Context: an optimization exercise on an open-source flow, tuned for small area. The choices shown serve that exercise and are no tape-out recipe. The RTL was checked by simulation tests, not by an equivalence proof against the original design. Power figures rest on the tool's default switching activity, not on a simulated workload.

**design/flow/constraint.sdc**
```tcl
create_clock -name core_clock -period 12.0 [get_ports {i_clk}]
set_input_delay 2.4000 -clock core_clock [delete_from_list [all_inputs] [get_ports {i_clk}]]
set_output_delay 2.4000 -clock core_clock [all_outputs]
set_load 0.01 [all_outputs]
```
**design/flow/config.mk**
```make
export PLATFORM = sky130hd
export DESIGN_NAME = compass_calibrate_and_heading
export DESIGN_NICKNAME = compass_calibrate_and_heading
export VERILOG_FILES = /design/flow/design.v
export SDC_FILE = /design/flow/constraint.sdc
export NUM_CORES = 4
export LEC_CHECK = 0
export CAP_MARGIN = 20
export CORE_MARGIN = 2
export CORE_UTILIZATION = 40
export SLEW_MARGIN = 20
```
**design/flow/run.sh**
```bash
#!/bin/bash
# synth_recipe.tcl (not shown) runs the flow's synth.tcl, then flattens the netlist and writes it again
# the make line also repeats each setting of config.mk as NAME=value (left out here)
make -C /OpenROAD-flow-scripts/flow DESIGN_CONFIG=/design/flow/config.mk WORK_HOME=/design/flow/orfs CLKGATE_MAP_FILE= SYNTH_SCRIPT=/design/flow/synth_recipe.tcl finish
```
**design/flow/design.v**
```verilog
package cah_pkg;
    localparam int CFG_W    = 15;
    localparam int HEAD_W   = 17;
    localparam int HEAD_PAD = 24;
endpackage
module cah_rca #(
    parameter int W = 8
) (
    input  logic [W-1:0] i_a,
    input  logic [W-1:0] i_b,
    input  logic         i_c,
    output logic [W-1:0] o_s,
    output logic         o_c
);
    logic [W:0] c;
    assign c[0] = i_c;
    for (genvar k = 0; k < W; k++) begin : g_bit
        assign o_s[k]   = i_a[k] ^ i_b[k] ^ c[k];
        assign c[k + 1] = (i_a[k] & i_b[k]) | (c[k] & (i_a[k] ^ i_b[k]));
    end
    assign o_c = c[W];
endmodule
module compass_calibrate_and_heading (
    input  logic        i_clk,
    input  logic        i_rst_n,
    input  logic        i_cfg_wen,
    input  logic        i_cfg_idx,
    input  logic [14:0] i_cfg_wdata,
    input  logic        s_axis_tvalid,
    output logic        s_axis_tready,
    input  logic [31:0] s_axis_tdata,
    input  logic [1:0]  s_axis_tuser,
    output logic        m_axis_tvalid,
    input  logic        m_axis_tready,
    output logic [23:0] m_axis_tdata
);
    localparam logic [2:0] S_IDLE = 3'd1;
    localparam logic [2:0] S_WID  = 3'd2;
    localparam logic [2:0] S_HX   = 3'd3;
    localparam logic [2:0] S_XF   = 3'd4;
    localparam logic [2:0] S_HY   = 3'd5;
    localparam logic [2:0] S_COR  = 3'd6;
    localparam logic [2:0] S_POST = 3'd7;
    localparam logic [27:0] ZI_POS  = 28'd2048;
    localparam logic [27:0] ZI_NEG  = 28'd47187968;
    localparam logic [27:0] ZI_ZERO = 28'd242254243;
    localparam logic [27:0] FULL    = 28'd94371840;
    localparam logic [511:0] ATAN_BITS = 512'h000001ca000003950000072900000e5300001ca60000394c000072970000e52f0001ca5b000394a8000728de000e4e2b001c80040038251d006a429d00b40000;
    logic [2:0]         r_st;
    logic [5:0]         r_j;
    logic [3:0]         r_i;
    logic               r_calib, r_dflt, r_mval;
    logic signed [15:0] r_minx, r_maxx, r_miny, r_maxy;
    logic [14:0]        r_decl, r_off;
    logic [44:0]        r_x, r_y;
    logic [27:0]        r_z;
    logic [15:0]        r_rem;
    logic               r_sf;     
    logic               r_sx;     
    logic               r_zx;     
    logic               r_seen, r_c0, r_c1, r_c2;
    logic               r_q, r_nb;
    logic signed [15:0] s_x, s_y;
    assign s_x = s_axis_tdata[15:0];
    assign s_y = s_axis_tdata[31:16];
    wire st_idle = (r_st == S_IDLE);
    wire st_wid  = (r_st == S_WID);
    wire st_hx   = (r_st == S_HX);
    wire st_xf   = (r_st == S_XF);
    wire st_hy   = (r_st == S_HY);
    wire st_cor  = (r_st == S_COR);
    wire st_post = (r_st == S_POST);
    wire j_last45 = (r_j == 6'd44);
    logic [5:0] j_inc;
    logic [3:0] i_inc;
    logic       j_co, i_co;
    cah_rca #(.W(6)) u_jinc (
        .i_a(r_j), .i_b(6'd0), .i_c(1'b1), .o_s(j_inc), .o_c(j_co));
    cah_rca #(.W(4)) u_iinc (
        .i_a(r_i), .i_b(4'd0), .i_c(1'b1), .o_s(i_inc), .o_c(i_co));
    wire j_last29 = (r_j == 6'd28);
    wire axis = st_wid | st_hy;
    logic signed [15:0] s_a, min_a, max_a;
    assign s_a   = axis ? s_y    : s_x;
    assign min_a = axis ? r_miny : r_minx;
    assign max_a = axis ? r_maxy : r_maxx;
    logic [16:0] e, dif, gtd;
    logic [15:0] span;
    logic        gt_co, unused_co0, unused_co1, unused_co2;
    cah_rca #(.W(17)) u_e (
        .i_a({s_a[15], s_a}), .i_b(~{min_a[15], min_a}), .i_c(1'b1),
        .o_s(e), .o_c(unused_co0));
    cah_rca #(.W(16)) u_span (
        .i_a(max_a), .i_b(~min_a), .i_c(1'b1), .o_s(span), .o_c(unused_co1));
    cah_rca #(.W(17)) u_dif (
        .i_a(e), .i_b(~{2'b0, span[15:1]}), .i_c(1'b1), .o_s(dif), .o_c(unused_co2));
    cah_rca #(.W(17)) u_gt (
        .i_a({max_a[15], max_a}), .i_b(~{s_a[15], s_a}), .i_c(1'b1), .o_s(gtd), .o_c(gt_co));
    wire dneg = r_z[16];
    wire dz   = (r_z[16:0] == 17'd0);
    wire in_v     = s_axis_tvalid & st_idle;
    wire k_sample = (s_axis_tuser == 2'd0);
    wire k_start  = (s_axis_tuser == 2'd1);
    wire k_finish = (s_axis_tuser == 2'd2);
    wire do_start = in_v & k_start;
    wire do_fin   = in_v & k_finish;
    wire widen    = (in_v & k_sample & r_calib) | st_wid;
    wire go_head  = in_v & k_sample & !r_calib & !r_mval;
    wire done     = st_post & j_last29;
    assign s_axis_tready = (st_idle & !k_sample) | st_wid | done;
    wire fin_dflt = do_fin & r_dflt;
    wire wlt = widen & e[16];
    wire wgt = widen & gtd[16];
    always_ff @(posedge i_clk) begin
        if (!i_rst_n) begin
            r_calib <= 1'b0;
            r_dflt  <= 1'b1;
            r_minx  <= -16'sd512;
            r_maxx  <= 16'sd512;
            r_miny  <= -16'sd512;
            r_maxy  <= 16'sd512;
        end else begin
            if (do_start) r_calib <= 1'b1;
            if (do_fin)   r_calib <= 1'b0;
            if (do_start | do_fin) r_dflt <= 1'b0;
            if (fin_dflt) begin
                r_minx <= '0; r_maxx <= '0; r_miny <= '0; r_maxy <= '0;
            end
            if (do_start | (wlt & !axis)) r_minx <= s_x;
            if (do_start | (wgt & !axis)) r_maxx <= s_x;
            if (do_start | (wlt & axis))  r_miny <= s_y;
            if (do_start | (wgt & axis))  r_maxy <= s_y;
        end
    end
    always_ff @(posedge i_clk) begin
        if (!i_rst_n) begin
            r_decl <= 15'sd704;
            r_off  <= 15'sd2240;
        end else if (i_cfg_wen) begin
            if (i_cfg_idx) r_off  <= i_cfg_wdata;
            else           r_decl <= i_cfg_wdata;
        end
    end
    always_ff @(posedge i_clk) begin
        if (!i_rst_n) begin
            r_st   <= S_IDLE;
            r_j    <= '0;
            r_i    <= '0;
            r_mval <= 1'b0;
        end else begin
            r_j <= j_inc;
            if (done) r_mval <= 1'b1;
            else if (m_axis_tready) r_mval <= 1'b0;
            case (r_st)
                S_IDLE: begin
                    r_j <= '0;
                    if (in_v & k_sample & r_calib) r_st <= S_WID;
                    if (go_head) r_st <= S_HX;
                end
                S_WID: r_st <= S_IDLE;
                S_HX:  if (j_last45) begin r_st <= S_XF; r_j <= '0; end
                S_XF:  if (j_last45) begin r_st <= S_HY; r_j <= '0; end
                S_HY:  if (j_last45) begin r_st <= S_COR; r_j <= '0; r_i <= '0; end
                S_COR: if (j_last45) begin
                    r_j <= '0;
                    r_i <= i_inc;
                    if (r_i == 4'd15) r_st <= S_POST;
                end
                default: if (j_last29) r_st <= S_IDLE;
            endcase
        end
    end
    wire dstart = (r_j == 6'd17);
    logic nb_next;
    always_comb begin
        nb_next = (r_j == 6'd16);
        if (r_j >= 6'd28 && r_j <= 6'd42) nb_next = span[6'd43 - r_j];
    end
    wire [16:0] rsh  = {dstart ? 16'd0 : r_rem, r_nb};
    logic [16:0] rdif;
    logic        rco;
    cah_rca #(.W(17)) u_div (
        .i_a(rsh), .i_b(~{1'b0, span}), .i_c(1'b1), .o_s(rdif), .o_c(rco));
    wire        q    = (r_j >= 6'd17) & (r_j <= 6'd43) & rco;
    wire [15:0] addend = r_q ? (r_z[15:0] ^ {16{dneg}}) : 16'd0;
    logic [44:0] horner;
    logic [16:0] hc;
    assign hc[0] = 1'b0;
    for (genvar k = 0; k < 16; k++) begin : g_horner
        wire a_k = (k == 0) ? (r_q & dneg) : r_y[(k == 0) ? 0 : k - 1];
        assign horner[k] = a_k ^ addend[k] ^ hc[k];
        assign hc[k + 1] = (a_k & addend[k]) | (hc[k] & (a_k ^ addend[k]));
    end
    logic [29:0] ic;     
    logic [8:0]  bc;     
    assign bc[0] = hc[16];
    for (genvar b = 0; b < 8; b++) begin : g_blk
        localparam int LO = 16 + 4 * b;
        localparam int HI = (LO + 3 > 44) ? 44 : LO + 3;
        assign ic[LO - 16] = bc[b];
        for (genvar k = LO; k <= HI; k++) begin : g_inc
            assign horner[k] = r_y[k - 1] ^ ic[k - 16];
            if (k < HI) begin : g_c
                assign ic[k - 15] = ic[k - 16] & r_y[k - 1];
            end
        end
        assign bc[b + 1] = bc[b] & (&r_y[HI - 1:LO - 1]);
    end
    always_ff @(posedge i_clk) begin
        r_rem <= q ? rdif[15:0] : rsh[15:0];
    end
    wire pass0 = (r_i == 4'd0);
    wire d     = !r_sf;                        
    logic [5:0] ji;
    logic       ji_co;
    cah_rca #(.W(6)) u_ji (
        .i_a(r_j), .i_b({2'b0, r_i}), .i_c(1'b0), .o_s(ji), .o_c(ji_co));
    wire inr   = !(ji_co | (ji[5] & (ji[4] | (ji[3] & ji[2] & (ji[1] | ji[0])))));
    wire first = (r_j == 6'd0);
    wire ytrue = r_y[0] ^ (pass0 & r_sf & r_seen & !first);
    wire xs    = inr & r_x[r_i];
    wire ys    = pass0 ? ytrue : (inr ? r_y[r_i] : r_sf);
    wire cxi   = first ? !d : r_c0;
    wire cyi   = first ? d  : r_c1;
    wire czi   = first ? !d : r_c2;
    wire xo    = r_x[0];
    wire ya    = d ? ys : !ys;
    wire xa    = d ? !xs : xs;
    wire xn    = xo ^ ya ^ cxi;
    wire yn    = ytrue ^ xa ^ cyi;
    wire [27:0] zi = r_zx ? ZI_ZERO : (r_sx ? ZI_NEG : ZI_POS);
    wire zop   = pass0 ? zi[r_j[4:0]] : r_z[0];
    wire tb    = d ^ !ATAN_BITS[{r_i, r_j[4:0]}];
    wire zn    = zop ^ tb ^ czi;
    wire pfirst = (r_j == 6'd0);
    wire padd   = (r_j >= 6'd12);
    wire pstart = (r_j == 6'd12);
    wire fb     = r_sx & FULL[r_j[4:0]];
    wire wci    = pfirst ? 1'b0 : r_c0;
    wire wb     = r_z[0] ^ fb ^ wci;
    wire wco    = (r_z[0] & fb) | (r_z[0] & wci) | (fb & wci);
    wire ab     = padd & (r_j <= 6'd26) & wb;
    logic [3:0] kidx;
    always_comb begin
        kidx = 4'd14;
        if (r_j <= 6'd26) kidx = 4'(r_j - 6'd12);
    end
    wire db  = padd & r_decl[kidx];
    wire ob  = padd & r_off[kidx];
    wire c1i = pstart ? 1'b0 : r_c1;
    wire c2i = pstart ? 1'b0 : r_c2;
    wire s1  = ab ^ db ^ c1i;
    wire hb  = s1 ^ ob ^ c2i;
    always_ff @(posedge i_clk) begin
        if (st_hx | st_hy) begin
            r_y <= horner;
        end else begin
            r_y <= {yn, r_y[44:1]};
        end
        r_x <= {st_xf ? r_y[0] : (st_hy ? r_x[0] : xn), r_x[44:1]};
        if (st_cor & (r_j < 6'd28)) begin
            r_z <= {zn, r_z[27:1]};
        end else if ((st_hx | st_hy) & first) begin
            r_z[16:0] <= dif;
        end else if (st_post) begin
            r_z <= {hb, r_z[27:1]};
        end
        if (st_post) begin
            r_c0 <= wco;
            r_c1 <= (ab & db) | (ab & c1i) | (db & c1i);
            r_c2 <= (s1 & ob) | (s1 & c2i) | (ob & c2i);
        end else begin
            r_c0 <= (xo & ya) | (xo & cxi) | (ya & cxi);
            r_c1 <= (ytrue & xa) | (ytrue & cyi) | (xa & cyi);
            r_c2 <= (zop & tb) | (zop & czi) | (tb & czi);
        end
        r_seen <= (r_seen & !first) | r_y[0];
        r_q    <= (st_hx | st_hy) & q;
        r_nb   <= nb_next;
        if (st_hx & !first) begin
            r_sx <= dneg;
            r_zx <= dz;
        end
        if (st_hy & j_last45) begin
            r_sf <= (r_sx ^ dneg) & !dz;
            r_zx <= r_zx & dz;
        end
        if (st_cor & j_last45) r_sf <= yn;
        if (st_cor & (r_i == 4'd15) & (r_j == 6'd27)) r_sx <= zn;
    end
    assign m_axis_tvalid = r_mval;
    assign m_axis_tdata  = {7'd0, r_z[27:11]};
endmodule
```
==> results of run 1 <==
-- layout make-up --
cell class | instances | area (µm²)
clock inverter | 13 | 109
tap | 461 | 577
clock buffer | 38 | 822
timing repair buffer | 93 | 876
inverter | 119 | 447
multi-input combinational | 1016 | 8070
sequential | 253 | 5380
fill | 3399 | 19200
-- power groups by stage --
stage | registers, mW | logic (mW) | clock network [mW]
global placement | 1.22 | 0.968 | 0
floorplan | 1.17 | 0.751 | 0
global route | 1.24 | 1.12 | 0.914
detailed placement | 1.23 | 0.990 | 0
finish | 1.21 | 0.984 | 0.860
CTS | 1.21 | 0.994 | 0.880
-- sequential cells by signal, indices dropped and copies added (netlist names), 3 cells and up --
signal	flops
r_z	28
r_off	15
r_minx	16
r_rem	16
r_miny	16
r_y	45
r_maxx	16
r_decl	15
r_j	6
r_maxy	16
r_i	4
r_x	45
r_st	3
-- critical path, cell delays in order --
cell and delay, ns:
clkdlybuf4s50_1 0.49, mux2i_1 0.21, ha_1 0.18, inv_1 0.06
fa_1 0.46, fa_1 0.46, fa_1 0.46, fa_1 0.46
fa_1 0.46, fa_1 0.46, fa_1 0.46, fa_1 0.46
fa_1 0.46, fa_1 0.47, fa_1 0.46, fa_1 0.48
fa_1 0.44, inv_1 0.09, fa_1 0.20, fa_1 0.24
a21oi_1 0.09, nor3_2 0.12, buf_4 0.26, a31oi_1 0.06
buf_4 0.22, a221o_1 0.30
-- Yosys cell counts (all sizes together), types with 4 or more instances --
library cell	instances
mux2i	69
dfxtp	222
clkbuf	42
nor2	64
xor2	18
buf	65
o211ai	4
and2	25
o22ai	4
a21oi	87
a2111oi	5
o21a	4
mux2	57
mux4	18
fa	82
a31oi	7
nand2	231
a21o	7
nor3	14
a22oi	12
a221o	10
ha	60
edfxtp	31
xnor2	19
nor4	7
inv	117
nand4	10
o31ai	7
o21ai	55
nand2b	17
o2111ai	4
o311ai	5
nand3	46
nor2b	14
or2	7
-- kinds of logic (layout without fill, tap and decap cells) --
kind of cell | Yosys count | count (layout) | share of synthesized area [%]
mux | 144 | 144 | 12.1
other cells | 1 | 7 | 0.0261
fa+ha+maj | 142 | 142 | 16.6
buf+inv | 226 | 263 | 6.86
flops | 253 | 253 | 37.4
xor+xnor | 37 | 37 | 2.25
simple gates | 450 | 450 | 14.2
compound gates | 236 | 236 | 10.6
-- layer usage --
metal	up-vias	share of wire [%]	track usage (%)
met3	34	4.3	2.52
met4	0	1.3	2.91
met5	-	0	0
li1	5082	-	-
met2	215	46	28.4
met1	5017	49	26.0
-- worst max-delay path by stage --
stage          slack [ns]  cells after the start         end
2_1_floorplan        1.76                     24  r_minx[15]
3_3_place_gp         1.02                     23     r_z[16]
3_5_place_dp         0.92                     23     r_z[16]
4_1_cts              1.51                     26  r_minx[11]
5_1_grt              1.17                     24    r_rem[8]
6_report             1.54                     26  r_minx[10]
==> run summary, run 1 <==
FMAX=roughly 96 MHz; TNS Setup=0 ns; max cap viols=0; share of cells above drive strength 1=10.7%; cells on worst reg2reg path=24; Post-Syn Area=around 0.014 mm²; Post-synth EDFFs=31; leakage=between 6 and 7 nW; die area=0.0375 mm²; worst setup margin=about 1.5 ns; Syn Area/Cell=between 9 and 10 µm²; core area=0.0355 mm²; clk root buf=clkbuf_16; DRT Pass-1 Iters=5; total power=between 3 and 4 mW; hold violation count in the final report=0; CTS tree=built; Hold WC Path Type=reg -> reg; minimum hold slack=between 0.3 and 0.4 ns; area leader, netlist=dfxtp_1; CTS Sinks=between 200 and 300; cell count after placement=between 1500 and 2000; Clock Latency Late Sink=~0.57 ns; hold endpoint=r_x[27]; sw frac=33.7%; CP endpoint kind=flip-flop; Arrival @ worst endpoint=roughly 11 ns; H-tree depth reported by CTS=1; first-pass GRT wire length=around 55000 µm; Yosys Warn Count=1; io pins=81; diodes inserted=0; crit share post-route=between 80 and 90%; fin util=around 46%; R2R Path Start=r_st[0]; DRC=0; crit path time final=between 10 and 15 ns; Worst Tran Pin Value=about 1.0 ns; gr usage total=17.8%; Clk pwr share=~28%; P&R area growth vs syn=13.1%; routed wire length=33300 µm; Final Cell Area=about 0.016 mm²; FF+latch count, synth=about 250; Congestion Overflow GR=0; setup skew after layout=just under 0.03 ns; Area contributors post-synth=dfxtp_1 31%, fa_1 11%, edfxtp_1 6.5%; pre-CTS setup slack=0.920 ns; DR vias/cell=5.19; Initial Util=between 40% and 50%; WL/cell=between 15 and 20 µm; post-synth top area share=between 30 and 40%; Crit Path Max Fanout=17; sequential area share after synthesis=37.4%; Rel. slew slack=a little under a third; number of CTS-inserted buffers=29; post-cts sizing count=0; Setup CP Type=in -> reg; Hold-fix buffers, CTS=0; post-CTS setup buffer count=0; DR iter-0 viols=about 540; final layout net count=between 1500 and 2000; die width=~190 µm; Max VDD drop=about 0.12 mV; launch point of the worst path=s_axis_tdata[0]; hold_sp=r_x[28]; largest net degree at the start of global routing=69; Combinational Power Share=between 30% and 40%; Psw=about 1 mW; ys async rst share=0%; Reg power frac=approximately 40%; Post-Place Cell Area=0.0153 mm²; Cells after Synth=1489; Std-Cell Rows=between 60 and 70; RSZ-0062 raised after global routing=no; commonest non-fill, non-tap cells in the layout=229 x nand2_1, 222 x dfxtp_1, 116 x inv_1; Clk pin slew, worst setup/hold paths=0.06 ns; r2r setup slk=approximately 1.6 ns; port bufs=73; PwrDens=roughly 190 mW/mm²; vias in the first global route=slightly above 10000; initial antenna violation count=0; commonest non-fill, non-tap cell in the layout=nand2_1; Int Power=2.02 mW; reg2reg end=r_rem[8]; Final HPWL DP=roughly 24000 µm; Final setup viols=0; ys flop type=dfxtp_1; WP data required=between 10 and 15 ns; Final GP Congestion=0.852; Routed Antenna Nets=0; Startpoint Class=primary input; outcome=complete, no violations; Worst Hold Depth=0; Die Span Y=194 µm; final non-filler cell total=~2000; max-slew violation count=0; clock tree buffer depth=3; Yosys cell types=76; total number of vias=about 10000
==> run 2: changes to the inputs <==
--- a/design/flow/design.v
+++ b/design/flow/design.v
@@ -48,5 +48,5 @@
     localparam logic [511:0] ATAN_BITS = 512'h000001ca000003950000072900000e5300001ca60000394c000072970000e52f0001ca5b000394a8000728de000e4e2b001c80040038251d006a429d00b40000;
     logic [2:0]         r_st;
-    logic [5:0]         r_j;
+    logic [6:0]         r_j;
     logic [3:0]         r_i;
     logic               r_calib, r_dflt, r_mval;
@@ -60,5 +60,5 @@
     logic               r_zx;     
     logic               r_seen, r_c0, r_c1, r_c2;
-    logic               r_q, r_nb;
+    logic               r_nb;     
     logic signed [15:0] s_x, s_y;
     assign s_x = s_axis_tdata[15:0];
@@ -71,13 +71,18 @@
     wire st_cor  = (r_st == S_COR);
     wire st_post = (r_st == S_POST);
-    wire j_last45 = (r_j == 6'd44);
-    logic [5:0] j_inc;
+    wire st_h    = st_hx | st_hy;
+    wire first    = (r_j == 7'd0);
+    wire j_last45 = (r_j == 7'd44);
+    wire j_last54 = (r_j == 7'd53);
+    wire j_last81 = (r_j == 7'd80);
+    wire j_last29 = (r_j == 7'd28);
+    wire h_div    = (r_j <= 7'd26);
+    logic [6:0] j_inc;
     logic [3:0] i_inc;
     logic       j_co, i_co;
-    cah_rca #(.W(6)) u_jinc (
-        .i_a(r_j), .i_b(6'd0), .i_c(1'b1), .o_s(j_inc), .o_c(j_co));
+    cah_rca #(.W(7)) u_jinc (
+        .i_a(r_j), .i_b(7'd0), .i_c(1'b1), .o_s(j_inc), .o_c(j_co));
     cah_rca #(.W(4)) u_iinc (
         .i_a(r_i), .i_b(4'd0), .i_c(1'b1), .o_s(i_inc), .o_c(i_co));
-    wire j_last29 = (r_j == 6'd28);
     wire axis = st_wid | st_hy;
     logic signed [15:0] s_a, min_a, max_a;
@@ -159,7 +164,7 @@
                 end
                 S_WID: r_st <= S_IDLE;
-                S_HX:  if (j_last45) begin r_st <= S_XF; r_j <= '0; end
-                S_XF:  if (j_last45) begin r_st <= S_HY; r_j <= '0; end
-                S_HY:  if (j_last45) begin r_st <= S_COR; r_j <= '0; r_i <= '0; end
+                S_HX:  if (j_last54) begin r_st <= S_XF; r_j <= '0; end
+                S_XF:  if (j_last81) begin r_st <= S_HY; r_j <= '0; end
+                S_HY:  if (j_last54) begin r_st <= S_COR; r_j <= '0; r_i <= '0; end
                 S_COR: if (j_last45) begin
                     r_j <= '0;
@@ -171,43 +176,24 @@
         end
     end
-    wire dstart = (r_j == 6'd17);
     logic nb_next;
     always_comb begin
-        nb_next = (r_j == 6'd16);
-        if (r_j >= 6'd28 && r_j <= 6'd42) nb_next = span[6'd43 - r_j];
-    end
-    wire [16:0] rsh  = {dstart ? 16'd0 : r_rem, r_nb};
+        nb_next = !st_h;
+        if (st_h && r_j >= 7'd11 && r_j <= 7'd25) nb_next = span[5'(7'd26 - r_j)];
+    end
+    wire [16:0] rsh = {first ? 16'd0 : r_rem, r_nb};
     logic [16:0] rdif;
-    logic        rco;
+    logic        q;
     cah_rca #(.W(17)) u_div (
-        .i_a(rsh), .i_b(~{1'b0, span}), .i_c(1'b1), .o_s(rdif), .o_c(rco));
-    wire        q    = (r_j >= 6'd17) & (r_j <= 6'd43) & rco;
-    wire [15:0] addend = r_q ? (r_z[15:0] ^ {16{dneg}}) : 16'd0;
-    logic [44:0] horner;
-    logic [16:0] hc;
-    assign hc[0] = 1'b0;
-    for (genvar k = 0; k < 16; k++) begin : g_horner
-        wire a_k = (k == 0) ? (r_q & dneg) : r_y[(k == 0) ? 0 : k - 1];
-        assign horner[k] = a_k ^ addend[k] ^ hc[k];
-        assign hc[k + 1] = (a_k & addend[k]) | (hc[k] & (a_k ^ addend[k]));
-    end
-    logic [29:0] ic;     
-    logic [8:0]  bc;     
-    assign bc[0] = hc[16];
-    for (genvar b = 0; b < 8; b++) begin : g_blk
-        localparam int LO = 16 + 4 * b;
-        localparam int HI = (LO + 3 > 44) ? 44 : LO + 3;
-        assign ic[LO - 16] = bc[b];
-        for (genvar k = LO; k <= HI; k++) begin : g_inc
-            assign horner[k] = r_y[k - 1] ^ ic[k - 16];
-            if (k < HI) begin : g_c
-                assign ic[k - 15] = ic[k - 16] & r_y[k - 1];
-            end
-        end
-        assign bc[b + 1] = bc[b] & (&r_y[HI - 1:LO - 1]);
-    end
+        .i_a(rsh), .i_b(~{1'b0, span}), .i_c(1'b1), .o_s(rdif), .o_c(q));
     always_ff @(posedge i_clk) begin
         r_rem <= q ? rdif[15:0] : rsh[15:0];
-    end
+        r_nb  <= nb_next;
+    end
+    wire        g      = r_y[0];
+    wire [15:0] addend = g ? (r_z[15:0] ^ {16{dneg}}) : 16'd0;
+    logic [17:0] msum;
+    logic        m_co;
+    cah_rca #(.W(18)) u_mul (
+        .i_a(r_y[44:27]), .i_b({2'b0, addend}), .i_c(g & dneg), .o_s(msum), .o_c(m_co));
     wire pass0 = (r_i == 4'd0);
     wire d     = !r_sf;                        
@@ -215,7 +201,6 @@
     logic       ji_co;
     cah_rca #(.W(6)) u_ji (
-        .i_a(r_j), .i_b({2'b0, r_i}), .i_c(1'b0), .o_s(ji), .o_c(ji_co));
+        .i_a(r_j[5:0]), .i_b({2'b0, r_i}), .i_c(1'b0), .o_s(ji), .o_c(ji_co));
     wire inr   = !(ji_co | (ji[5] & (ji[4] | (ji[3] & ji[2] & (ji[1] | ji[0])))));
-    wire first = (r_j == 6'd0);
     wire ytrue = r_y[0] ^ (pass0 & r_sf & r_seen & !first);
     wire xs    = inr & r_x[r_i];
@@ -233,16 +218,15 @@
     wire tb    = d ^ !ATAN_BITS[{r_i, r_j[4:0]}];
     wire zn    = zop ^ tb ^ czi;
-    wire pfirst = (r_j == 6'd0);
-    wire padd   = (r_j >= 6'd12);
-    wire pstart = (r_j == 6'd12);
+    wire padd   = (r_j >= 7'd12);
+    wire pstart = (r_j == 7'd12);
     wire fb     = r_sx & FULL[r_j[4:0]];
-    wire wci    = pfirst ? 1'b0 : r_c0;
+    wire wci    = first ? 1'b0 : r_c0;
     wire wb     = r_z[0] ^ fb ^ wci;
     wire wco    = (r_z[0] & fb) | (r_z[0] & wci) | (fb & wci);
-    wire ab     = padd & (r_j <= 6'd26) & wb;
+    wire ab     = padd & (r_j <= 7'd26) & wb;
     logic [3:0] kidx;
     always_comb begin
         kidx = 4'd14;
-        if (r_j <= 6'd26) kidx = 4'(r_j - 6'd12);
+        if (r_j <= 7'd26) kidx = 4'(r_j - 7'd12);
     end
     wire db  = padd & r_decl[kidx];
@@ -253,13 +237,15 @@
     wire hb  = s1 ^ ob ^ c2i;
     always_ff @(posedge i_clk) begin
-        if (st_hx | st_hy) begin
-            r_y <= horner;
-        end else begin
-            r_y <= {yn, r_y[44:1]};
+        if (st_h & h_div) begin
+            r_y <= {18'd0, r_y[25:0], q};
+        end else if (st_h) begin
+            r_y <= {1'b0, msum, r_y[26:1]};
+        end else begin
+            r_y <= {st_xf ? r_y[0] : yn, r_y[44:1]};
         end
         r_x <= {st_xf ? r_y[0] : (st_hy ? r_x[0] : xn), r_x[44:1]};
-        if (st_cor & (r_j < 6'd28)) begin
+        if (st_cor & (r_j < 7'd28)) begin
             r_z <= {zn, r_z[27:1]};
-        end else if ((st_hx | st_hy) & first) begin
+        end else if (st_h & first) begin
             r_z[16:0] <= dif;
         end else if (st_post) begin
@@ -276,16 +262,14 @@
         end
         r_seen <= (r_seen & !first) | r_y[0];
-        r_q    <= (st_hx | st_hy) & q;
-        r_nb   <= nb_next;
         if (st_hx & !first) begin
             r_sx <= dneg;
             r_zx <= dz;
         end
-        if (st_hy & j_last45) begin
+        if (st_hy & j_last54) begin
             r_sf <= (r_sx ^ dneg) & !dz;
             r_zx <= r_zx & dz;
         end
         if (st_cor & j_last45) r_sf <= yn;
-        if (st_cor & (r_i == 4'd15) & (r_j == 6'd27)) r_sx <= zn;
+        if (st_cor & (r_i == 4'd15) & (r_j == 7'd27)) r_sx <= zn;
     end
     assign m_axis_tvalid = r_mval;
--- a/design/flow/config.mk
+++ b/design/flow/config.mk
@@ -8,4 +8,6 @@
 export CAP_MARGIN = 20
 export CORE_MARGIN = 2
-export CORE_UTILIZATION = 40
+export CORE_UTILIZATION = 70
+export CTS_CLUSTER_DIAMETER = 100
+export CTS_CLUSTER_SIZE = 20
 export SLEW_MARGIN = 20
==> run summary, run 2 <==
outcome=complete, no violations; initial antenna violation count=0 (unchanged); XOR/XNOR share of the synthesized area=2.11% (-0.14 points); PwrDens=199 mW/mm² (+6.2%); die width=146 µm (-25%); Rel. slew slack=30.9% (+0.81 points); Yosys Warn Count=1 (unchanged); post-CTS setup buffer count=0 (unchanged); Hold-fix buffers, CTS=0 (unchanged); gr usage total=29.9% (+12 points); FMAX=94.1 MHz (-1.6%); largest family of logic cells by synthesized area=adder cells; total number of vias=10300 (-0.039%); Yosys cell types=70 (-7.9%); Clock Latency Late Sink=0.51 ns (-0.06 ns); post-synth top area share=31.5% (+0.62 points); number of CTS-inserted buffers=16 (-45%); most instantiated cells after synthesis=249 x nand2_1, 222 x dfxtp_1, 109 x inv_1; port bufs=73 (unchanged); Area contributors post-synth=dfxtp_1 32%, fa_1 12%, nand2_1 6.6%; commonest non-fill, non-tap cells in the layout=248 x nand2_1, 222 x dfxtp_1, 109 x inv_1; RSZ-0062 raised after global routing=no; crit path to=r_rem[14]; WL/cell=18.5 µm (+11%); routed wire length=31800 µm (-4.5%); Cells after Synth=1440 (-3.3%); Worst Hold Depth=0 (unchanged); Crit Path Max Fanout=20 (+3); Initial Util=72.0% (+31 points); cells on worst reg2reg path=25 (+4.2%); setup skew after layout=0.0325 ns (+0.00308 ns); post-cts sizing count=0 (unchanged); crit share post-route=88.6% (+1.4 points); DRC=0 (unchanged); CP endpoint kind=flip-flop; die area=0.0213 mm² (-43%); max cap viols=0 (unchanged); Post-Syn Area=0.0141 mm² (-2.0%); # fillers=1375 (-60%); Congestion Overflow GR=0 (unchanged); Arrival @ worst endpoint=11.01 ns (+0.10 ns); Post-synth EDFFs=31 (unchanged); diodes inserted=0 (unchanged); vias in the first global route=10000 (-2.1%); Final Cell Area=0.0153 mm² (-6.3%); ys async rst share=0% (unchanged); leakage=6.02 nW (-5.7%); CTS Sinks=253 (unchanged); crit path time final=10.63 ns (+0.173 ns); Syn Area/Cell=9.79 µm² (+1.4%); final non-filler cell total=1719 (-14%); Hold WC Path Type=reg -> reg; simple-gate area share of the yosys netlist=14.0% (-0.21 points); ys flop type=dfxtp_1; clk root buf=clkbuf_16; final layout net count=1627 (-4.8%); sequential area share after synthesis=38.1% (+0.76 points); first-pass GRT wire length=51900 µm (-5.4%); io pins=81 (unchanged); Routed Antenna Nets=0 (unchanged); max-slew violation count=0 (unchanged); CTS tree=built; Die Span Y=146 µm (-25%); reg2reg end=r_rem[14]; hold violation count in the final report=0 (unchanged); DR iter-0 viols=811 (+50%); minimum hold slack=0.330 ns (+0.00413 ns); largest net degree at the start of global routing=78 (+13%); H-tree depth reported by CTS=1 (unchanged); Post-Place Cell Area=0.0148 mm² (-3.6%); Final setup viols=0 (unchanged); launch point of the worst path=r_st[1]; Std-Cell Rows=51 (-26%); TNS Setup=0 ns (unchanged); WP data required=12.38 ns (-0.07 ns); most common cell in the netlist=nand2_1; mux contribution to synthesized area=13.2% (+1.1 points); FF+latch count, synth=253 (unchanged); Final HPWL DP=22500 µm (-7.5%); share of cells above drive strength 1=8.94% (-1.8 points); Max VDD drop=0.116 mV (-4.8%); Worst Tran Pin Value=1.03 ns (-0.0194 ns); P&R area growth vs syn=8.15%; core area=0.0196 mm² (-45%); cell count after placement=1694 (-13%); Setup CP Type=reg -> reg; R2R Path Start=r_st[1]; area leader, netlist=dfxtp_1; commonest non-fill, non-tap cell in the layout=nand2_1; DR vias/cell=6.02 (+16%); Regs by FF count=r_x (45), r_y (45), r_z (28); Synth Area in Adders=15.5% (-1.1 points); DRT Pass-1 Iters=5 (unchanged); r2r setup slk=1.37 ns (-0.21 ns); Startpoint Class=flip-flop; post-synthesis compound-gate area fraction=10.4% (-0.18 points); Clk pin slew, worst setup/hold paths=0.09 ns (+0.03 ns); Final GP Congestion=0.913 (+7.2%); clock tree buffer depth=3 (unchanged)
-- run 2: cell type report --
class / count / area (µm²) / share of cell area (%)
Clock inverter: 1 / 8.76 / 0.0574
Inverter: 111 / 417 / 2.73
Tap cell: 265 / 332 / 2.17
Multi-Input combinational cell: 976 / 7820 / 51.3
Clock buffer: 24 / 452 / 2.96
Sequential cell: 253 / 5380 / 35.2
Timing Repair Buffer: 89 / 846 / 5.55
-- run 2: cell families (layout without fill, tap and decap cells) --
group                      Yosys count  in the layout
other                                1              7
xor gates and xnor gates            34             34
DFF                                253            253
AOI/OAI and AO/OA                  221            221
buffers and inverters              217            225
adders and majority gates          125            125
muxes                              154            154
and+or+nand+nor                    435            435
-- run 2: report_power, final --
part           leakage (nW)  internal, mW  switching (mW)
clock network         0.222         0.263           0.284
logic                  3.69         0.546           0.708
registers              2.11          1.10           0.137
total                  6.02          1.91            1.13
-- run 2: per-stage QoR --
stage / power (mW) / utilization [%] / setup slack (ns)
4_1_cts: 3.04 / 77.8 / 1.38
3_3_place_gp: 2.43 / 75.5 / 1.11
2_1_floorplan: 2.13 / - / 1.75
6_report: 3.04 / 77.9 / 1.37
3_5_place_dp: 2.48 / 75.5 / 0.966
5_1_grt: 3.26 / 77.9 / 0.920
-- run 2: metal layers --
| metal | wire [µm] | track usage, % | vias to the layer above |
|---|---|---|---|
| li1 | - | - | 4865 |
| met1 | 14300 | 43.7 | 5041 |
| met2 | 14500 | 46.2 | 375 |
| met3 | 2150 | 5.20 | 63 |
| met4 | 862 | 8.38 | 0 |
| met5 | 0 | 0 | - |
-- run 2: how the worst min path moves through the flow --
stage                     startpoint       to  slack [ns]
after floorplan              r_x[16]  r_x[15]        0.31
after global placement       r_x[43]  r_x[42]        0.31
after detailed placement     r_x[33]  r_x[32]        0.31
after CTS                    r_x[35]  r_x[34]        0.33
after global routing         r_x[35]  r_x[34]        0.33
final                        r_x[35]  r_x[34]        0.33
-- run 2: critical path: stages, from the launching register on --
cell     delay (ns)
dfxtp_1        0.74
nor3b_1        0.47
a21o_2         0.42
mux2i_1        0.19
inv_1          0.10
ha_1           0.15
inv_1          0.06
fa_1           0.61
inv_1          0.08
fa_1           0.42
fa_1           0.46
fa_1           0.47
fa_1           0.47
fa_1           0.46
fa_1           0.46
fa_1           0.46
fa_1           0.46
fa_1           0.46
fa_1           0.47
fa_1           0.46
fa_1           0.46
fa_1           0.46
fa_1           0.47
fa_1           0.43
a21o_1         0.42
mux2_2         0.38
==> run 3: changes to the inputs <==
--- a/design/flow/design.v
+++ b/design/flow/design.v
@@ -55,5 +55,4 @@
     logic [44:0]        r_x, r_y;
     logic [27:0]        r_z;
-    logic [15:0]        r_rem;
     logic               r_sf;     
     logic               r_sx;     
@@ -114,5 +113,4 @@
     wire done     = st_post & j_last29;
     assign s_axis_tready = (st_idle & !k_sample) | st_wid | done;
-    wire fin_dflt = do_fin & r_dflt;
     wire wlt = widen & e[16];
     wire wgt = widen & gtd[16];
@@ -129,5 +127,5 @@
             if (do_fin)   r_calib <= 1'b0;
             if (do_start | do_fin) r_dflt <= 1'b0;
-            if (fin_dflt) begin
+            if (do_fin & r_dflt) begin
                 r_minx <= '0; r_maxx <= '0; r_miny <= '0; r_maxy <= '0;
             end
@@ -181,11 +179,12 @@
         if (st_h && r_j >= 7'd11 && r_j <= 7'd25) nb_next = span[5'(7'd26 - r_j)];
     end
-    wire [16:0] rsh = {first ? 16'd0 : r_rem, r_nb};
+    wire [16:0] rsh = {first ? 16'd0 : r_y[44:29], r_nb};
     logic [16:0] rdif;
-    logic        q;
+    logic        rco;
     cah_rca #(.W(17)) u_div (
-        .i_a(rsh), .i_b(~{1'b0, span}), .i_c(1'b1), .o_s(rdif), .o_c(q));
-    always_ff @(posedge i_clk) begin
-        r_rem <= q ? rdif[15:0] : rsh[15:0];
+        .i_a(rsh), .i_b(~{1'b0, span}), .i_c(1'b1), .o_s(rdif), .o_c(rco));
+    wire        q     = rco;
+    wire [15:0] rem_n = (r_j == 7'd26) ? 16'd0 : (rco ? rdif[15:0] : rsh[15:0]);
+    always_ff @(posedge i_clk) begin
         r_nb  <= nb_next;
     end
@@ -238,5 +237,5 @@
     always_ff @(posedge i_clk) begin
         if (st_h & h_div) begin
-            r_y <= {18'd0, r_y[25:0], q};
+            r_y <= {rem_n, 2'd0, r_y[25:0], q};
         end else if (st_h) begin
             r_y <= {1'b0, msum, r_y[26:1]};
==> design/flow/flow/run.sh (new file) <==
#!/bin/bash
# The standard layout (standard.sh) with two changes, both passed as ORFS variables:
#  - port buffers use the smallest buffer, sky130_fd_sc_hd__buf_1, instead of
#    ORFS's default pick; every input and output port still gets one
#  - clock tree synthesis clusters up to 20 sinks within 100 um per leaf
#    buffer and inserts no dummy loads
# make's full output goes to standard_flow.log here; each tool also keeps its
# own logs under orfs/logs.
set -euo pipefail
export BUFFER_PORTS_ARGS="-buffer_cell sky130_fd_sc_hd__buf_1"
export CTS_ARGS="-sink_clustering_enable -repair_clock_nets -sink_clustering_size 20 -sink_clustering_max_diameter 100 -dont_use_dummy_load"
bash standard.sh > standard_flow.log 2>&1
==> design/flow/standard.sh (new file) <==
#!/bin/bash
# synth_recipe.tcl (not shown) runs the flow's synth.tcl, then flattens the netlist and writes it again
# the make line also repeats each setting of config.mk as NAME=value (left out here)
make -C /OpenROAD-flow-scripts/flow DESIGN_CONFIG=/design/flow/config.mk WORK_HOME=/design/flow/orfs CLKGATE_MAP_FILE= SYNTH_SCRIPT=/design/flow/synth_recipe.tcl "${@:-finish}"
--- a/design/flow/config.mk
+++ b/design/flow/config.mk
@@ -9,5 +9,3 @@
 export CORE_MARGIN = 2
 export CORE_UTILIZATION = 70
-export CTS_CLUSTER_DIAMETER = 100
-export CTS_CLUSTER_SIZE = 20
 export SLEW_MARGIN = 20
removed: design/flow/run.sh
==> run summary, run 3 <==
gr usage total=31.5% (+1.6 points); post-CTS setup buffer count=0 (unchanged); Initial Util=71.4% (-0.61 points); setup skew after layout=0.0445 ns (+0.0121 ns); largest net degree at the start of global routing=59 (-24%); Int Power=1.82 mW (-5.0%); Area contributors post-synth=dfxtp_1 30%, fa_1 9.8%, nand2_1 6.8%; vias in the first global route=10200 (+1.8%); Combinational Power Share=44.6% (+3.4 points); total number of vias=10400 (+0.60%); FF+latch count, synth=237 (-6.3%); Syn Area/Cell=9.63 µm² (-1.7%); share of cells above drive strength 1=7.87% (-1.1 points); PwrDens=206 mW/mm² (+3.3%); Psw=1.16 mW (+2.5%); WP data required=12.38 ns (about the same); max-slew violation count=0 (unchanged); Rel. slew slack=27.5% (-3.4 points); post-synth top area share=29.7% (-1.8 points); final layout net count=1616 (-0.68%); Reg power frac=39.1% (-1.7 points); initial antenna violation count=0 (unchanged); CP max-delay cell=o21a_1; diodes inserted=0 (unchanged); ys flop type=dfxtp_1; crit share post-route=90.1% (+1.6 points); Yosys cell types=72 (+2.9%); routed wire length=32200 µm (+1.3%); io pins=81 (unchanged); clock tree buffer depth=3 (unchanged); CTS Sinks=237 (-6.3%); area leader, netlist=dfxtp_1; Clk pwr share=16.3% (-1.7 points); number of CTS-inserted buffers=15 (-1); sw frac=38.9% (+1.8 points); RSZ-0062 raised after global routing=no; core area=0.0195 mm² (-0.65%); total power=2.97 mW (-2.2%); first-pass GRT wire length=52200 µm (+0.52%); sequential area share after synthesis=36.4% (-1.7 points); Setup CP Type=reg -> reg; worst setup margin=1.18 ns (-0.186 ns); Die Span Y=145 µm (-0.73%); commonest non-fill, non-tap cell in the layout=nand2_1; Final HPWL DP=23100 µm (+2.4%); FMAX=92.5 MHz (-1.7%); CTS tree=built; H-tree depth reported by CTS=1 (unchanged); Regs by FF count=r_x (45), r_y (45), r_z (28); minimum hold slack=0.319 ns (-0.0111 ns); CP endpoint kind=flip-flop; P&R area growth vs syn=3.95%; most instantiated cells after synthesis=251 x nand2_1, 206 x dfxtp_1, 88 x inv_1; Yosys Warn Count=1 (unchanged); pre-CTS setup slack=1.21 ns (+0.246 ns); max incr delay on CP=0.81 ns (+0.07 ns); DR vias/cell=6.12 (+1.7%); most common cell in the netlist=nand2_1; die area=0.0210 mm² (-1.4%); Hold-fix buffers, CTS=0 (unchanged); Startpoint Class=flip-flop; Crit Path Max Fanout=19 (-5.0%); Arrival @ worst endpoint=11.20 ns (+0.19 ns); Cells after Synth=1443 (+0.21%); Post-synth EDFFs=31 (unchanged); Clock Latency Late Sink=0.50 ns (about the same); Routed Antenna Nets=0 (unchanged); hold violation count in the final report=0 (unchanged); port bufs=73 (unchanged); Clk pin slew, worst setup/hold paths=0.09 ns (about the same); clk root buf=clkbuf_16; Final GP Congestion=0.874 (-4.3%); DRC=0 (unchanged); commonest non-fill, non-tap cells in the layout=250 x nand2_1, 206 x dfxtp_1, 88 x inv_1; Final setup viols=0 (unchanged); leakage=5.70 nW (-5.3%); Congestion Overflow GR=0 (unchanged); die width=145 µm (-0.73%); DRT Pass-1 Iters=5 (unchanged); Std-Cell Rows=51 (unchanged); WL/cell=18.9 µm (+2.3%); crit path time final=10.82 ns (+0.186 ns); TNS Setup=0 ns (unchanged); Max VDD drop=0.159 mV (+38%); Hold WC Path Type=reg -> reg; post-cts sizing count=0 (unchanged); ys async rst share=0% (unchanged); max cap viols=0 (unchanged); outcome=complete, no violations; Post-Syn Area=0.0139 mm² (-1.5%); DR iter-0 viols=625 (-23%); crit-path most repeated cell=fa_1; Worst Tran Pin Value=1.06 ns (+0.0327 ns)
[run 3: path summary, 6_finish.rpt]
check / slack (ns) / endpoint / depth (start not counted) / start
max: 1.18 / r_y[29] / 28 / r_st[1]
max reg2reg: 1.18 / r_y[29] / 28 / r_st[1]
min: 0.32 / r_x[16] / 0 / r_x[17]
min reg2reg: 0.32 / r_x[16] / 0 / r_x[17]
[run 3: power by group through the flow]
stage                     Combinational [mW]  Clock, mW  Sequential (mW)
after global routing                    1.48      0.514             1.19
final                                   1.33      0.484             1.16
after global placement                  1.26          0             1.17
after CTS                               1.33      0.493             1.16
after floorplan                         1.04          0             1.12
after detailed placement                1.32          0             1.18
[run 3: layer usage]
layer | vias up | routed length [µm] | global-route usage, %
met5 | - | 0 | 0
met4 | 0 | 751 | 8.48
met3 | 60 | 1760 | 3.22
met2 | 383 | 15600 | 53.5
met1 | 5051 | 14100 | 43.5
li1 | 4912 | - | -
[run 3: kinds of logic (layout without fill, tap and decap cells)]
| family | after synthesis | in the layout | synth area share (%) |
|---|---|---|---|
| AO/OA/AOI/OAI | 246 | 246 | 12.4 |
| multiplexers | 146 | 146 | 12.5 |
| adder cells (fa/ha/maj) | 123 | 123 | 14.8 |
| AND/OR/NAND/NOR | 436 | 436 | 14.1 |
| other | 1 | 7 | 0.0270 |
| XOR/XNOR | 53 | 53 | 3.40 |
| buffers and inverters | 201 | 188 | 6.40 |
| flip-flops | 237 | 237 | 36.4 |
[run 3: through the flow]
stage	instances	cell area [µm²]	utilization, %
after floorplan	1449	13900	-
after global placement	1686	14100	72.2
after detailed placement	1686	14100	72.2
after CTS	1701	14400	74.2
after global routing	1701	14400	74.2
final	1701	14400	74.2
[run 3: layout make-up]
type	count	area (µm²)
inverters	88	330
flip-flops and latches	237	5050
fillers	1448	5020
repair buffers	85	365
clock buffers	15	375
well taps	265	332
multi-input cells	1011	7980
[run 3: critical path: cells and delay by family (launching register included)]
kind / cells / cell delay, ns
xor gates and xnor gates: 1 / 0.09
muxes: 2 / 0.81
AOI/OAI and AO/OA: 5 / 1.42
and+or+nand+nor: 2 / 0.83
buffers and inverters: 2 / 0.23
adders and majority gates: 16 / 6.54
DFF: 1 / 0.74
==> run 4: changes to the inputs <==
--- a/design/flow/design.v
+++ b/design/flow/design.v
@@ -89,7 +89,7 @@
     assign min_a = axis ? r_miny : r_minx;
     assign max_a = axis ? r_maxy : r_maxx;
-    logic [16:0] e, dif, gtd;
+    logic [16:0] e, dif;
     logic [15:0] span;
-    logic        gt_co, unused_co0, unused_co1, unused_co2;
+    logic        unused_co0, unused_co1, unused_co2;
     cah_rca #(.W(17)) u_e (
         .i_a({s_a[15], s_a}), .i_b(~{min_a[15], min_a}), .i_c(1'b1),
@@ -99,6 +99,12 @@
     cah_rca #(.W(17)) u_dif (
         .i_a(e), .i_b(~{2'b0, span[15:1]}), .i_c(1'b1), .o_s(dif), .o_c(unused_co2));
-    cah_rca #(.W(17)) u_gt (
-        .i_a({max_a[15], max_a}), .i_b(~{s_a[15], s_a}), .i_c(1'b1), .o_s(gtd), .o_c(gt_co));
+    logic [16:0] gtc;
+    assign gtc[0] = 1'b1;
+    for (genvar k = 0; k < 16; k++) begin : g_gt
+        wire a_k = max_a[k];
+        wire b_k = !s_a[k];
+        assign gtc[k + 1] = (a_k & b_k) | (a_k & gtc[k]) | (b_k & gtc[k]);
+    end
+    wire s_gt_max = max_a[15] ^ !s_a[15] ^ gtc[16];
     wire dneg = r_z[16];
     wire dz   = (r_z[16:0] == 17'd0);
@@ -114,5 +120,5 @@
     assign s_axis_tready = (st_idle & !k_sample) | st_wid | done;
     wire wlt = widen & e[16];
-    wire wgt = widen & gtd[16];
+    wire wgt = widen & s_gt_max;
     always_ff @(posedge i_clk) begin
         if (!i_rst_n) begin
@@ -224,11 +230,8 @@
     wire wco    = (r_z[0] & fb) | (r_z[0] & wci) | (fb & wci);
     wire ab     = padd & (r_j <= 7'd26) & wb;
-    logic [3:0] kidx;
-    always_comb begin
-        kidx = 4'd14;
-        if (r_j <= 7'd26) kidx = 4'(r_j - 7'd12);
-    end
-    wire db  = padd & r_decl[kidx];
-    wire ob  = padd & r_off[kidx];
+    wire [31:0] decl_sh = {{5{r_decl[14]}}, r_decl, 12'd0};
+    wire [31:0] off_sh  = {{5{r_off[14]}}, r_off, 12'd0};
+    wire db  = decl_sh[r_j[4:0]];
+    wire ob  = off_sh[r_j[4:0]];
     wire c1i = pstart ? 1'b0 : r_c1;
     wire c2i = pstart ? 1'b0 : r_c2;
==> design/flow/flow/run.sh (replaced) <==
#!/bin/bash
# The standard layout (standard.sh) with two changes, both passed as ORFS variables:
#  - port buffers use the smallest buffer, sky130_fd_sc_hd__buf_1, instead of
#    ORFS's default pick; every input and output port still gets one
#  - clock tree synthesis uses sky130_fd_sc_hd__clkbuf_8, clusters up to 14
#    sinks within 80 um per leaf buffer and inserts no dummy loads
# make's full output goes to standard_flow.log here; each tool also keeps its
# own logs under orfs/logs.
set -euo pipefail
export BUFFER_PORTS_ARGS="-buffer_cell sky130_fd_sc_hd__buf_1"
export CTS_ARGS="-sink_clustering_enable -repair_clock_nets -sink_clustering_size 14 -sink_clustering_max_diameter 80 -buf_list sky130_fd_sc_hd__clkbuf_8 -dont_use_dummy_load"
bash standard.sh > standard_flow.log 2>&1
--- a/design/flow/config.mk
+++ b/design/flow/config.mk
@@ -6,4 +6,5 @@
 export NUM_CORES = 4
 export LEC_CHECK = 0
+export ABC_AREA = 1
 export CAP_MARGIN = 20
 export CORE_MARGIN = 2
==> run summary, run 4 <==
outcome=complete, no violations; Cells after Synth=1646 (+14%); pre-CTS setup slack=1.19 ns (-0.0237 ns); die area=0.0201 mm² (-4.2%); commonest non-fill, non-tap cell in the layout=nand2_1; crit share post-route=87.0% (-3.1 points); initial antenna violation count=0 (unchanged); most common cell in the netlist=nand2_1; Startpoint Class=flip-flop; core area=0.0186 mm² (-4.2%); Syn Area/Cell=8.07 µm² (-16%); sequential area share after synthesis=38.0% (+1.7 points); gr usage total=31.8% (+0.30 points); largest net degree at the start of global routing=68 (+15%); clk root buf=clkbuf_8; routed wire length=32100 µm (-0.27%); first-pass GRT wire length=51800 µm (-0.81%); # fillers=1490 (+2.9%); area leader, netlist=dfxtp_1; total number of vias=11400 (+9.6%); DR vias/cell=6.03 (-1.4%); io pins=81 (unchanged); Hold WC Path Type=reg -> reg; WP data required=12.41 ns (+0.03 ns); max incr delay on CP=0.69 ns (-0.12 ns); crit path time final=10.44 ns (-0.374 ns); Yosys cell types=52 (-28%); max cap viols=0 (unchanged); Rel. slew slack=34.1% (+6.6 points); die width=142 µm (-2.1%); max-slew violation count=0 (unchanged); ys async rst share=0% (unchanged); Final setup viols=0 (unchanged); Post-synth EDFFs=31 (unchanged); Area contributors post-synth=dfxtp_1 31%, fa_1 13%, nand2_1 9.9%; CTS Sinks=237 (unchanged); Initial Util=71.3% (-0.10 points); Yosys Warn Count=1 (unchanged); RSZ-0062 raised after global routing=no; Final HPWL DP=23500 µm (+1.8%); Max VDD drop=0.118 mV (-26%); CTS tree=built; WL/cell=17.0 µm (-10%); DRT Pass-1 Iters=5 (unchanged); post-CTS setup buffer count=0 (unchanged); Die Span Y=142 µm (-2.1%); Regs by FF count=r_x (45), r_y (45), r_z (28); most instantiated cells after synthesis=352 x nand2_1, 206 x dfxtp_1, 177 x o21ai_0; share of cells above drive strength 1=4.41% (-3.5 points); Arrival @ worst endpoint=10.85 ns (-0.35 ns); DRC=0 (unchanged); PwrDens=257 mW/mm² (+25%); FF+latch count, synth=237 (unchanged); post-cts sizing count=0 (unchanged); Final GP Congestion=0.905 (+3.5%); H-tree depth reported by CTS=1 (unchanged); Hold-fix buffers, CTS=0 (unchanged); diodes inserted=0 (unchanged); number of CTS-inserted buffers=21 (+6); ys flop type=dfxtp_1; CP max-delay cell=inv_1; vias in the first global route=10400 (+2.1%); Worst Tran Pin Value=0.985 ns (-0.0756 ns); setup skew after layout=0.0386 ns (-0.00591 ns); CP endpoint kind=flip-flop; P&R area growth vs syn=3.61%; commonest non-fill, non-tap cells in the layout=352 x nand2_1, 206 x dfxtp_1, 177 x o21ai_0; Post-Syn Area=0.0133 mm² (-4.4%); Std-Cell Rows=50 (-2.0%); leakage=5.65 nW (-0.87%); DR iter-0 viols=911 (+46%); FMAX=95.8 MHz (+3.6%); final layout net count=1821 (+13%); Crit Path Max Fanout=37 (+18); port bufs=73 (unchanged); Congestion Overflow GR=0 (unchanged); Routed Antenna Nets=0 (unchanged); crit-path most repeated cell=fa_1; hold violation count in the final report=0 (unchanged); worst setup margin=1.56 ns (+0.374 ns); post-synth top area share=31.0% (+1.4 points); clock tree buffer depth=3 (unchanged); Clk pin slew, worst setup/hold paths=0.10 ns (about the same); Clock Latency Late Sink=0.54 ns (+0.04 ns); TNS Setup=0 ns (unchanged); Setup CP Type=reg -> reg
==> run 4: cell types whose count changed in the layout (fill, tap and decap cells not counted), moves of 39 or more <==
cell / change
nor2_1: +102
inv_1: +59
o21ai_0: +124
nand2_1: +102
a21boi_0: -39
a21oi_1: +77
mux2_2: -50
mux2i_1: -61
==> run 4: critical path: cells and delay by family, from the launching register on <==
family / cells / cell delay, ns
fa+ha+maj: 16 / 6.26
buf+inv: 7 / 1.18
xor+xnor: 2 / 0.70
compound gates: 4 / 0.63
simple gates: 4 / 1.14
flops: 1 / 0.39
==> run 4: report_power, final <==
group / internal (mW) / leakage (nW) / switching (mW)
clock network: 0.157 / 0.151 / 0.254
registers: 1.07 / 1.99 / 0.151
logic: 0.691 / 3.52 / 1.22
total: 1.92 / 5.65 / 1.62
==> run 4: per-layer routing <==
metal  up-vias  GRT usage (%)  share of wire (%)
li1       5446              -                  -
met1      5394           47.4                 45
met2       500           48.6                 45
met3        64           4.39                8.1
met4         0           9.63                2.5
met5         -              0                  0
==> run 4: cell families after synthesis <==
| group | after synthesis | share of synthesized area [%] |
|---|---|---|
| and+or+nand+nor | 605 | 19.4 |
| AOI/OAI and AO/OA | 394 | 16.9 |
| buffers and inverters | 273 | 8.72 |
| DFF | 237 | 38.0 |
| adders and majority gates | 107 | 14.8 |
| muxes | 18 | 1.37 |
| xor gates and xnor gates | 11 | 0.725 |
| other | 1 | 0.0282 |
==> run 4: layout make-up <==
| class | count | area, µm² | area share, % |
|---|---|---|---|
| Sequential cell | 237 | 5050 | 36.7 |
| Timing Repair Buffer | 89 | 394 | 2.86 |
| Tap cell | 234 | 293 | 2.13 |
| Clock buffer | 21 | 289 | 2.10 |
| Inverter | 168 | 632 | 4.59 |
| Multi-Input combinational cell | 1142 | 7100 | 51.6 |
==> run 4: final timing paths <==
kind,startpoint,end,slack [ns],cells after the start
max,r_st[1],r_y[43],1.56,33
min,r_x[33],r_x[32],0.33,0
max reg2reg,r_st[1],r_y[43],1.56,33
min reg2reg,r_x[33],r_x[32],0.33,0
==> run 4: stage by stage <==
stage,instance area [µm²],util (%),hold WS [ns],cells,power (mW)
after floorplan,13300,-,0.310,1652,2.65
after global placement,13500,72.3,0.311,1870,3.04
after detailed placement,13500,72.3,0.312,1870,3.13
after CTS,13800,73.8,0.332,1891,3.54
after global routing,13800,73.8,0.333,1891,3.87
final,13800,73.8,0.331,1891,3.54
==> run 5: changes to the inputs <==
==> design/flow/flow/run.sh (replaced) <==
#!/bin/bash
# The standard layout (standard.sh) with three changes:
#  - synthesis is the standard flow's own synthesis script, unchanged, except that Yosys's
#    abc step maps the logic with flow/abc_amap.script (ABC's area mapper
#    amap) instead of ORFS's abc_area.script; registers are mapped before abc,
#    so they are the standard synthesis's registers
#  - port buffers use the smallest buffer, sky130_fd_sc_hd__buf_1, instead of
#    ORFS's default pick; every input and output port still gets one
#  - clock tree synthesis uses sky130_fd_sc_hd__clkbuf_8, clusters up to 14
#    sinks within 80 um per leaf buffer and inserts no dummy loads
# make's full output goes to standard_flow.log here; each tool also keeps its
# own logs under orfs/logs.
set -euo pipefail
here=$(pwd)
export BUFFER_PORTS_ARGS="-buffer_cell sky130_fd_sc_hd__buf_1"
export CTS_ARGS="-sink_clustering_enable -repair_clock_nets -sink_clustering_size 14 -sink_clustering_max_diameter 80 -buf_list sky130_fd_sc_hd__clkbuf_8 -dont_use_dummy_load"
export MY_ABC_SCRIPT="$here/flow/abc_amap.script"
orig=$(grep -o 'SYNTH_SCRIPT=[^ ]*' standard.sh | head -1 | cut -d= -f2-)
cat > my_synth.tcl <<EOT
proc abc {args} {
  set i [lsearch -exact \$args -script]
  if {\$i >= 0} { set args [lreplace \$args [expr {\$i + 1}] [expr {\$i + 1}] \$::env(MY_ABC_SCRIPT)] }
  yosys abc {*}\$args
}
source $orig
EOT
sed "s|SYNTH_SCRIPT=[^ ]*|SYNTH_SCRIPT=$here/my_synth.tcl|" standard.sh > my_standard.sh
bash my_standard.sh > standard_flow.log 2>&1
==> design/flow/flow/abc_amap.script (new file) <==
strash
dch -f
amap
topo
stime -c
buffer -c
upsize -c
dnsize -c
==> run summary, run 5 <==
Reg power frac=29.8% (-4.7 points); simple-gate area share of the yosys netlist=10.8% (-8.6 points); crit share post-route=86.3% (-0.70 points); cells on worst reg2reg path=34 (+3.0%); clock tree buffer depth=3 (unchanged); P&R area growth vs syn=4.00%; Startpoint Class=flip-flop; Final HPWL DP=22300 µm (-5.1%); Syn Area/Cell=9.46 µm² (+17%); XOR/XNOR share of the synthesized area=0.0697% (-0.66 points); Int Power=2.25 mW (+17%); post-synth top area share=32.8% (+1.8 points); die area=0.0190 mm² (-5.3%); Setup CP Type=reg -> reg; total power=4.05 mW (+14%); Clock Latency Late Sink=0.54 ns (about the same); area leader, netlist=dfxtp_1; max incr delay on CP=0.61 ns (-0.08 ns); most common cell in the netlist=dfxtp_1; port bufs=73 (unchanged); routed wire length=31000 µm (-3.3%); Final GP Congestion=0.972 (+7.4%); RSZ-0062 raised after global routing=no; reg2reg end=r_y[42]; Crit path depth=34 (+3.0%); WL/cell=19.8 µm (+17%); CP endpoint kind=flip-flop; PwrDens=310 mW/mm² (+20%); sw frac=44.4% (-1.5 points); FF+latch count, synth=237 (unchanged); Synth Area in Adders=15.6% (+0.86 points); commonest non-fill, non-tap cells in the layout=206 x dfxtp_1, 173 x nor2_1, 115 x inv_1; CTS tree=built; max-slew violation count=0 (unchanged); setup skew after layout=0.0351 ns (-0.00358 ns); Cells after Synth=1327 (-19%); Final setup viols=0 (unchanged); first-pass GRT wire length=48800 µm (-5.8%); Psw=1.80 mW (+11%); largest net degree at the start of global routing=92 (+35%); Post-Syn Area=0.0126 mm² (-5.5%); crit-path most repeated cell=fa_1; cell count after placement=1546 (-17%); post-synthesis compound-gate area fraction=25.3% (+8.3 points); launch point of the worst path=r_st[0]; Clk pwr share=9.8% (-1.8 points); commonest non-fill, non-tap cell in the layout=dfxtp_1; post-CTS setup buffer count=0 (unchanged); Worst Tran Pin Value=1.05 ns (+0.0616 ns); most instantiated cells after synthesis=206 x dfxtp_1, 174 x nor2_1, 115 x inv_1; CP max-delay cell=fa_1; WP data required=12.47 ns (+0.06 ns); Rel. slew slack=30.0% (-4.1 points); TNS Setup=0 ns (unchanged); total number of vias=10400 (-9.0%); r2r setup slk=1.64 ns (+0.08 ns); gr usage total=32.5% (+0.62 points); largest family of logic cells by synthesized area=compound AO/OA/AOI/OAI gates; Congestion Overflow GR=0 (unchanged); Yosys Warn Count=1 (unchanged); clk root buf=clkbuf_8; final layout net count=1506 (-17%); CTS Sinks=237 (unchanged); Area contributors post-synth=dfxtp_1 33%, fa_1 13%, edfxtp_1 7.4%; max cap viols=0 (unchanged); core area=0.0174 mm² (-6.6%); Max VDD drop=0.224 mV (+89%); WP buf/inv=9 (+2); DR iter-0 viols=1078 (+18%); Yosys cell types=62 (+19%); die width=138 µm (-2.7%); Hold WC Path Type=reg -> reg; Regs by FF count=r_x (45), r_y (45), r_z (28); Die Span Y=138 µm (-2.7%); mux contribution to synthesized area=0% (-1.4 points); Clk pin slew, worst setup/hold paths=0.10 ns (about the same); DRT Pass-1 Iters=6 (+1); Initial Util=72.1% (+0.83 points); Post-synth EDFFs=31 (unchanged); H-tree depth reported by CTS=1 (unchanged); Hold-fix buffers, CTS=0 (unchanged); crit path time final=10.36 ns (-0.0841 ns); Arrival @ worst endpoint=10.83 ns (-0.02 ns); Std-Cell Rows=48 (-4.0%); FMAX=96.5 MHz (+0.81%); R2R Path Start=r_st[0]; initial antenna violation count=0 (unchanged); number of CTS-inserted buffers=20 (-4.8%); io pins=81 (unchanged); share of cells above drive strength 1=6.11% (+1.7 points); Crit Path Max Fanout=17 (-54%); outcome=complete, no violations; Combinational Power Share=60.4% (+6.5 points); Routed Antenna Nets=0 (unchanged); crit path to=r_y[42]; ys flop type=dfxtp_1; vias in the first global route=9601 (-7.9%); post-cts sizing count=0 (unchanged); final non-filler cell total=1567 (-17%); delay-heaviest family, CP=adder cells; DR vias/cell=6.62 (+9.8%); DRC=0 (unchanged); leakage=5.09 nW (-9.9%); sequential area share after synthesis=40.3% (+2.2 points); diodes inserted=0 (unchanged); ys async rst share=0% (unchanged); hold violation count in the final report=0 (unchanged)
-- run 5: worst register-to-register path: cells and delay by family (launching register included) --
family | cells | cell delay (ns)
and+or+nand+nor | 5 | 0.84
DFF | 1 | 0.33
adders and majority gates | 17 | 7.05
buffers and inverters | 9 | 1.30
AOI/OAI and AO/OA | 3 | 0.79
-- run 5: layer usage --
metal	GRT usage, %	part of all wire [%]
met5	0	0
met4	9.01	2.6
met3	5.77	9.5
met2	48.2	44
met1	48.9	44
-- run 5: layout make-up --
| type | instances | area, µm² |
|---|---|---|
| multi-input cells | 864 | 6540 |
| flip-flops and latches | 237 | 5050 |
| fillers | 1303 | 4360 |
| inverters | 127 | 477 |
| repair buffers | 94 | 432 |
| well taps | 225 | 282 |
| clock buffers | 20 | 275 |
-- run 5: power by group through the flow --
| stage | clock, mW | combinational (mW) | sequential [mW] |
|---|---|---|---|
| floorplan | 0 | 1.88 | 1.17 |
| global placement | 0 | 2.32 | 1.21 |
| detailed placement | 0 | 2.41 | 1.22 |
| CTS | 0.399 | 2.42 | 1.20 |
| global route | 0.426 | 2.75 | 1.23 |
| finish | 0.398 | 2.44 | 1.21 |
-- run 5: per-stage QoR --
step                      utilization, %  setup slack, ns  hold WS [ns]  instance area, µm²
after floorplan                        -             1.58         0.310               12600
after global placement              73.3             1.33         0.312               12800
after detailed placement            73.3             1.15         0.312               12800
after CTS                           74.9             1.62         0.330               13100
after global routing                75.0             1.08         0.338               13100
final                               75.0             1.64         0.329               13100
-- run 5: cells by family (layout without fill, tap and decap cells) --
kind of cell             Yosys count  after routing
flip-flops                       237            237
XOR/XNOR                           1              1
AND/OR/NAND/NOR                  320            320
other                              1              7
buffers and inverters            232            241
adder cells (fa/ha/maj)          107            107
AO/OA/AOI/OAI                    429            429
-- run 5: worst min path at each step --
| stage | from | to | slack [ns] | cells past startpoint |
|---|---|---|---|---|
| final | r_x[41] | r_x[40] | 0.33 | 0 |
| after floorplan | r_x[16] | r_x[15] | 0.31 | 0 |
| after global placement | r_x[23] | r_x[22] | 0.31 | 0 |
| after global routing | r_x[32] | r_x[31] | 0.34 | 0 |
| after detailed placement | r_x[22] | r_x[21] | 0.31 | 0 |
| after CTS | r_x[43] | r_x[42] | 0.33 | 0 |

## what the ideal ports hide
The results above use ideal ports. As a check the final layouts listed here were re-extracted and re-timed, cells and wires unchanged. Step 1, drivers: a clkbuf_16 drives i_clk and a buf_2 each remaining input, both assumed. Step 2 also shifts input and output timing later by t, the mid clock arrival at the registers, as if the neighbouring blocks saw the same clock. Slacks: no drivers / after step 1 / after step 2; pairs: no drivers / after step 1.
run | shift t [ns] | slack for setup (ns) | worst setup path at the end | latest minus earliest clock arrival (ns) | pins driven straight from the clock port
run 1 | 0.604 | 1.544 / 1.576 / 0.972 | input to register | 0.030 / 0.030 | 1
run 2 | 0.543 | 1.371 / 1.371 / 0.992 | input to register | 0.034 / 0.034 | 1
run 3 | 0.526 | 1.185 / 1.185 / 1.185 | register to register | 0.046 / 0.047 | 1
run 4 | 0.559 | 1.558 / 1.558 / 1.242 | input to register | 0.039 / 0.039 | 1
run 5 | 0.566 | 1.642 / 1.642 / 1.151 | input to register | 0.035 / 0.035 | 1
After both steps every run listed still meets setup and hold. The setup slack of run 1, which loses most, moves by +0.032 ns with the drivers and by -0.572 ns with both steps.
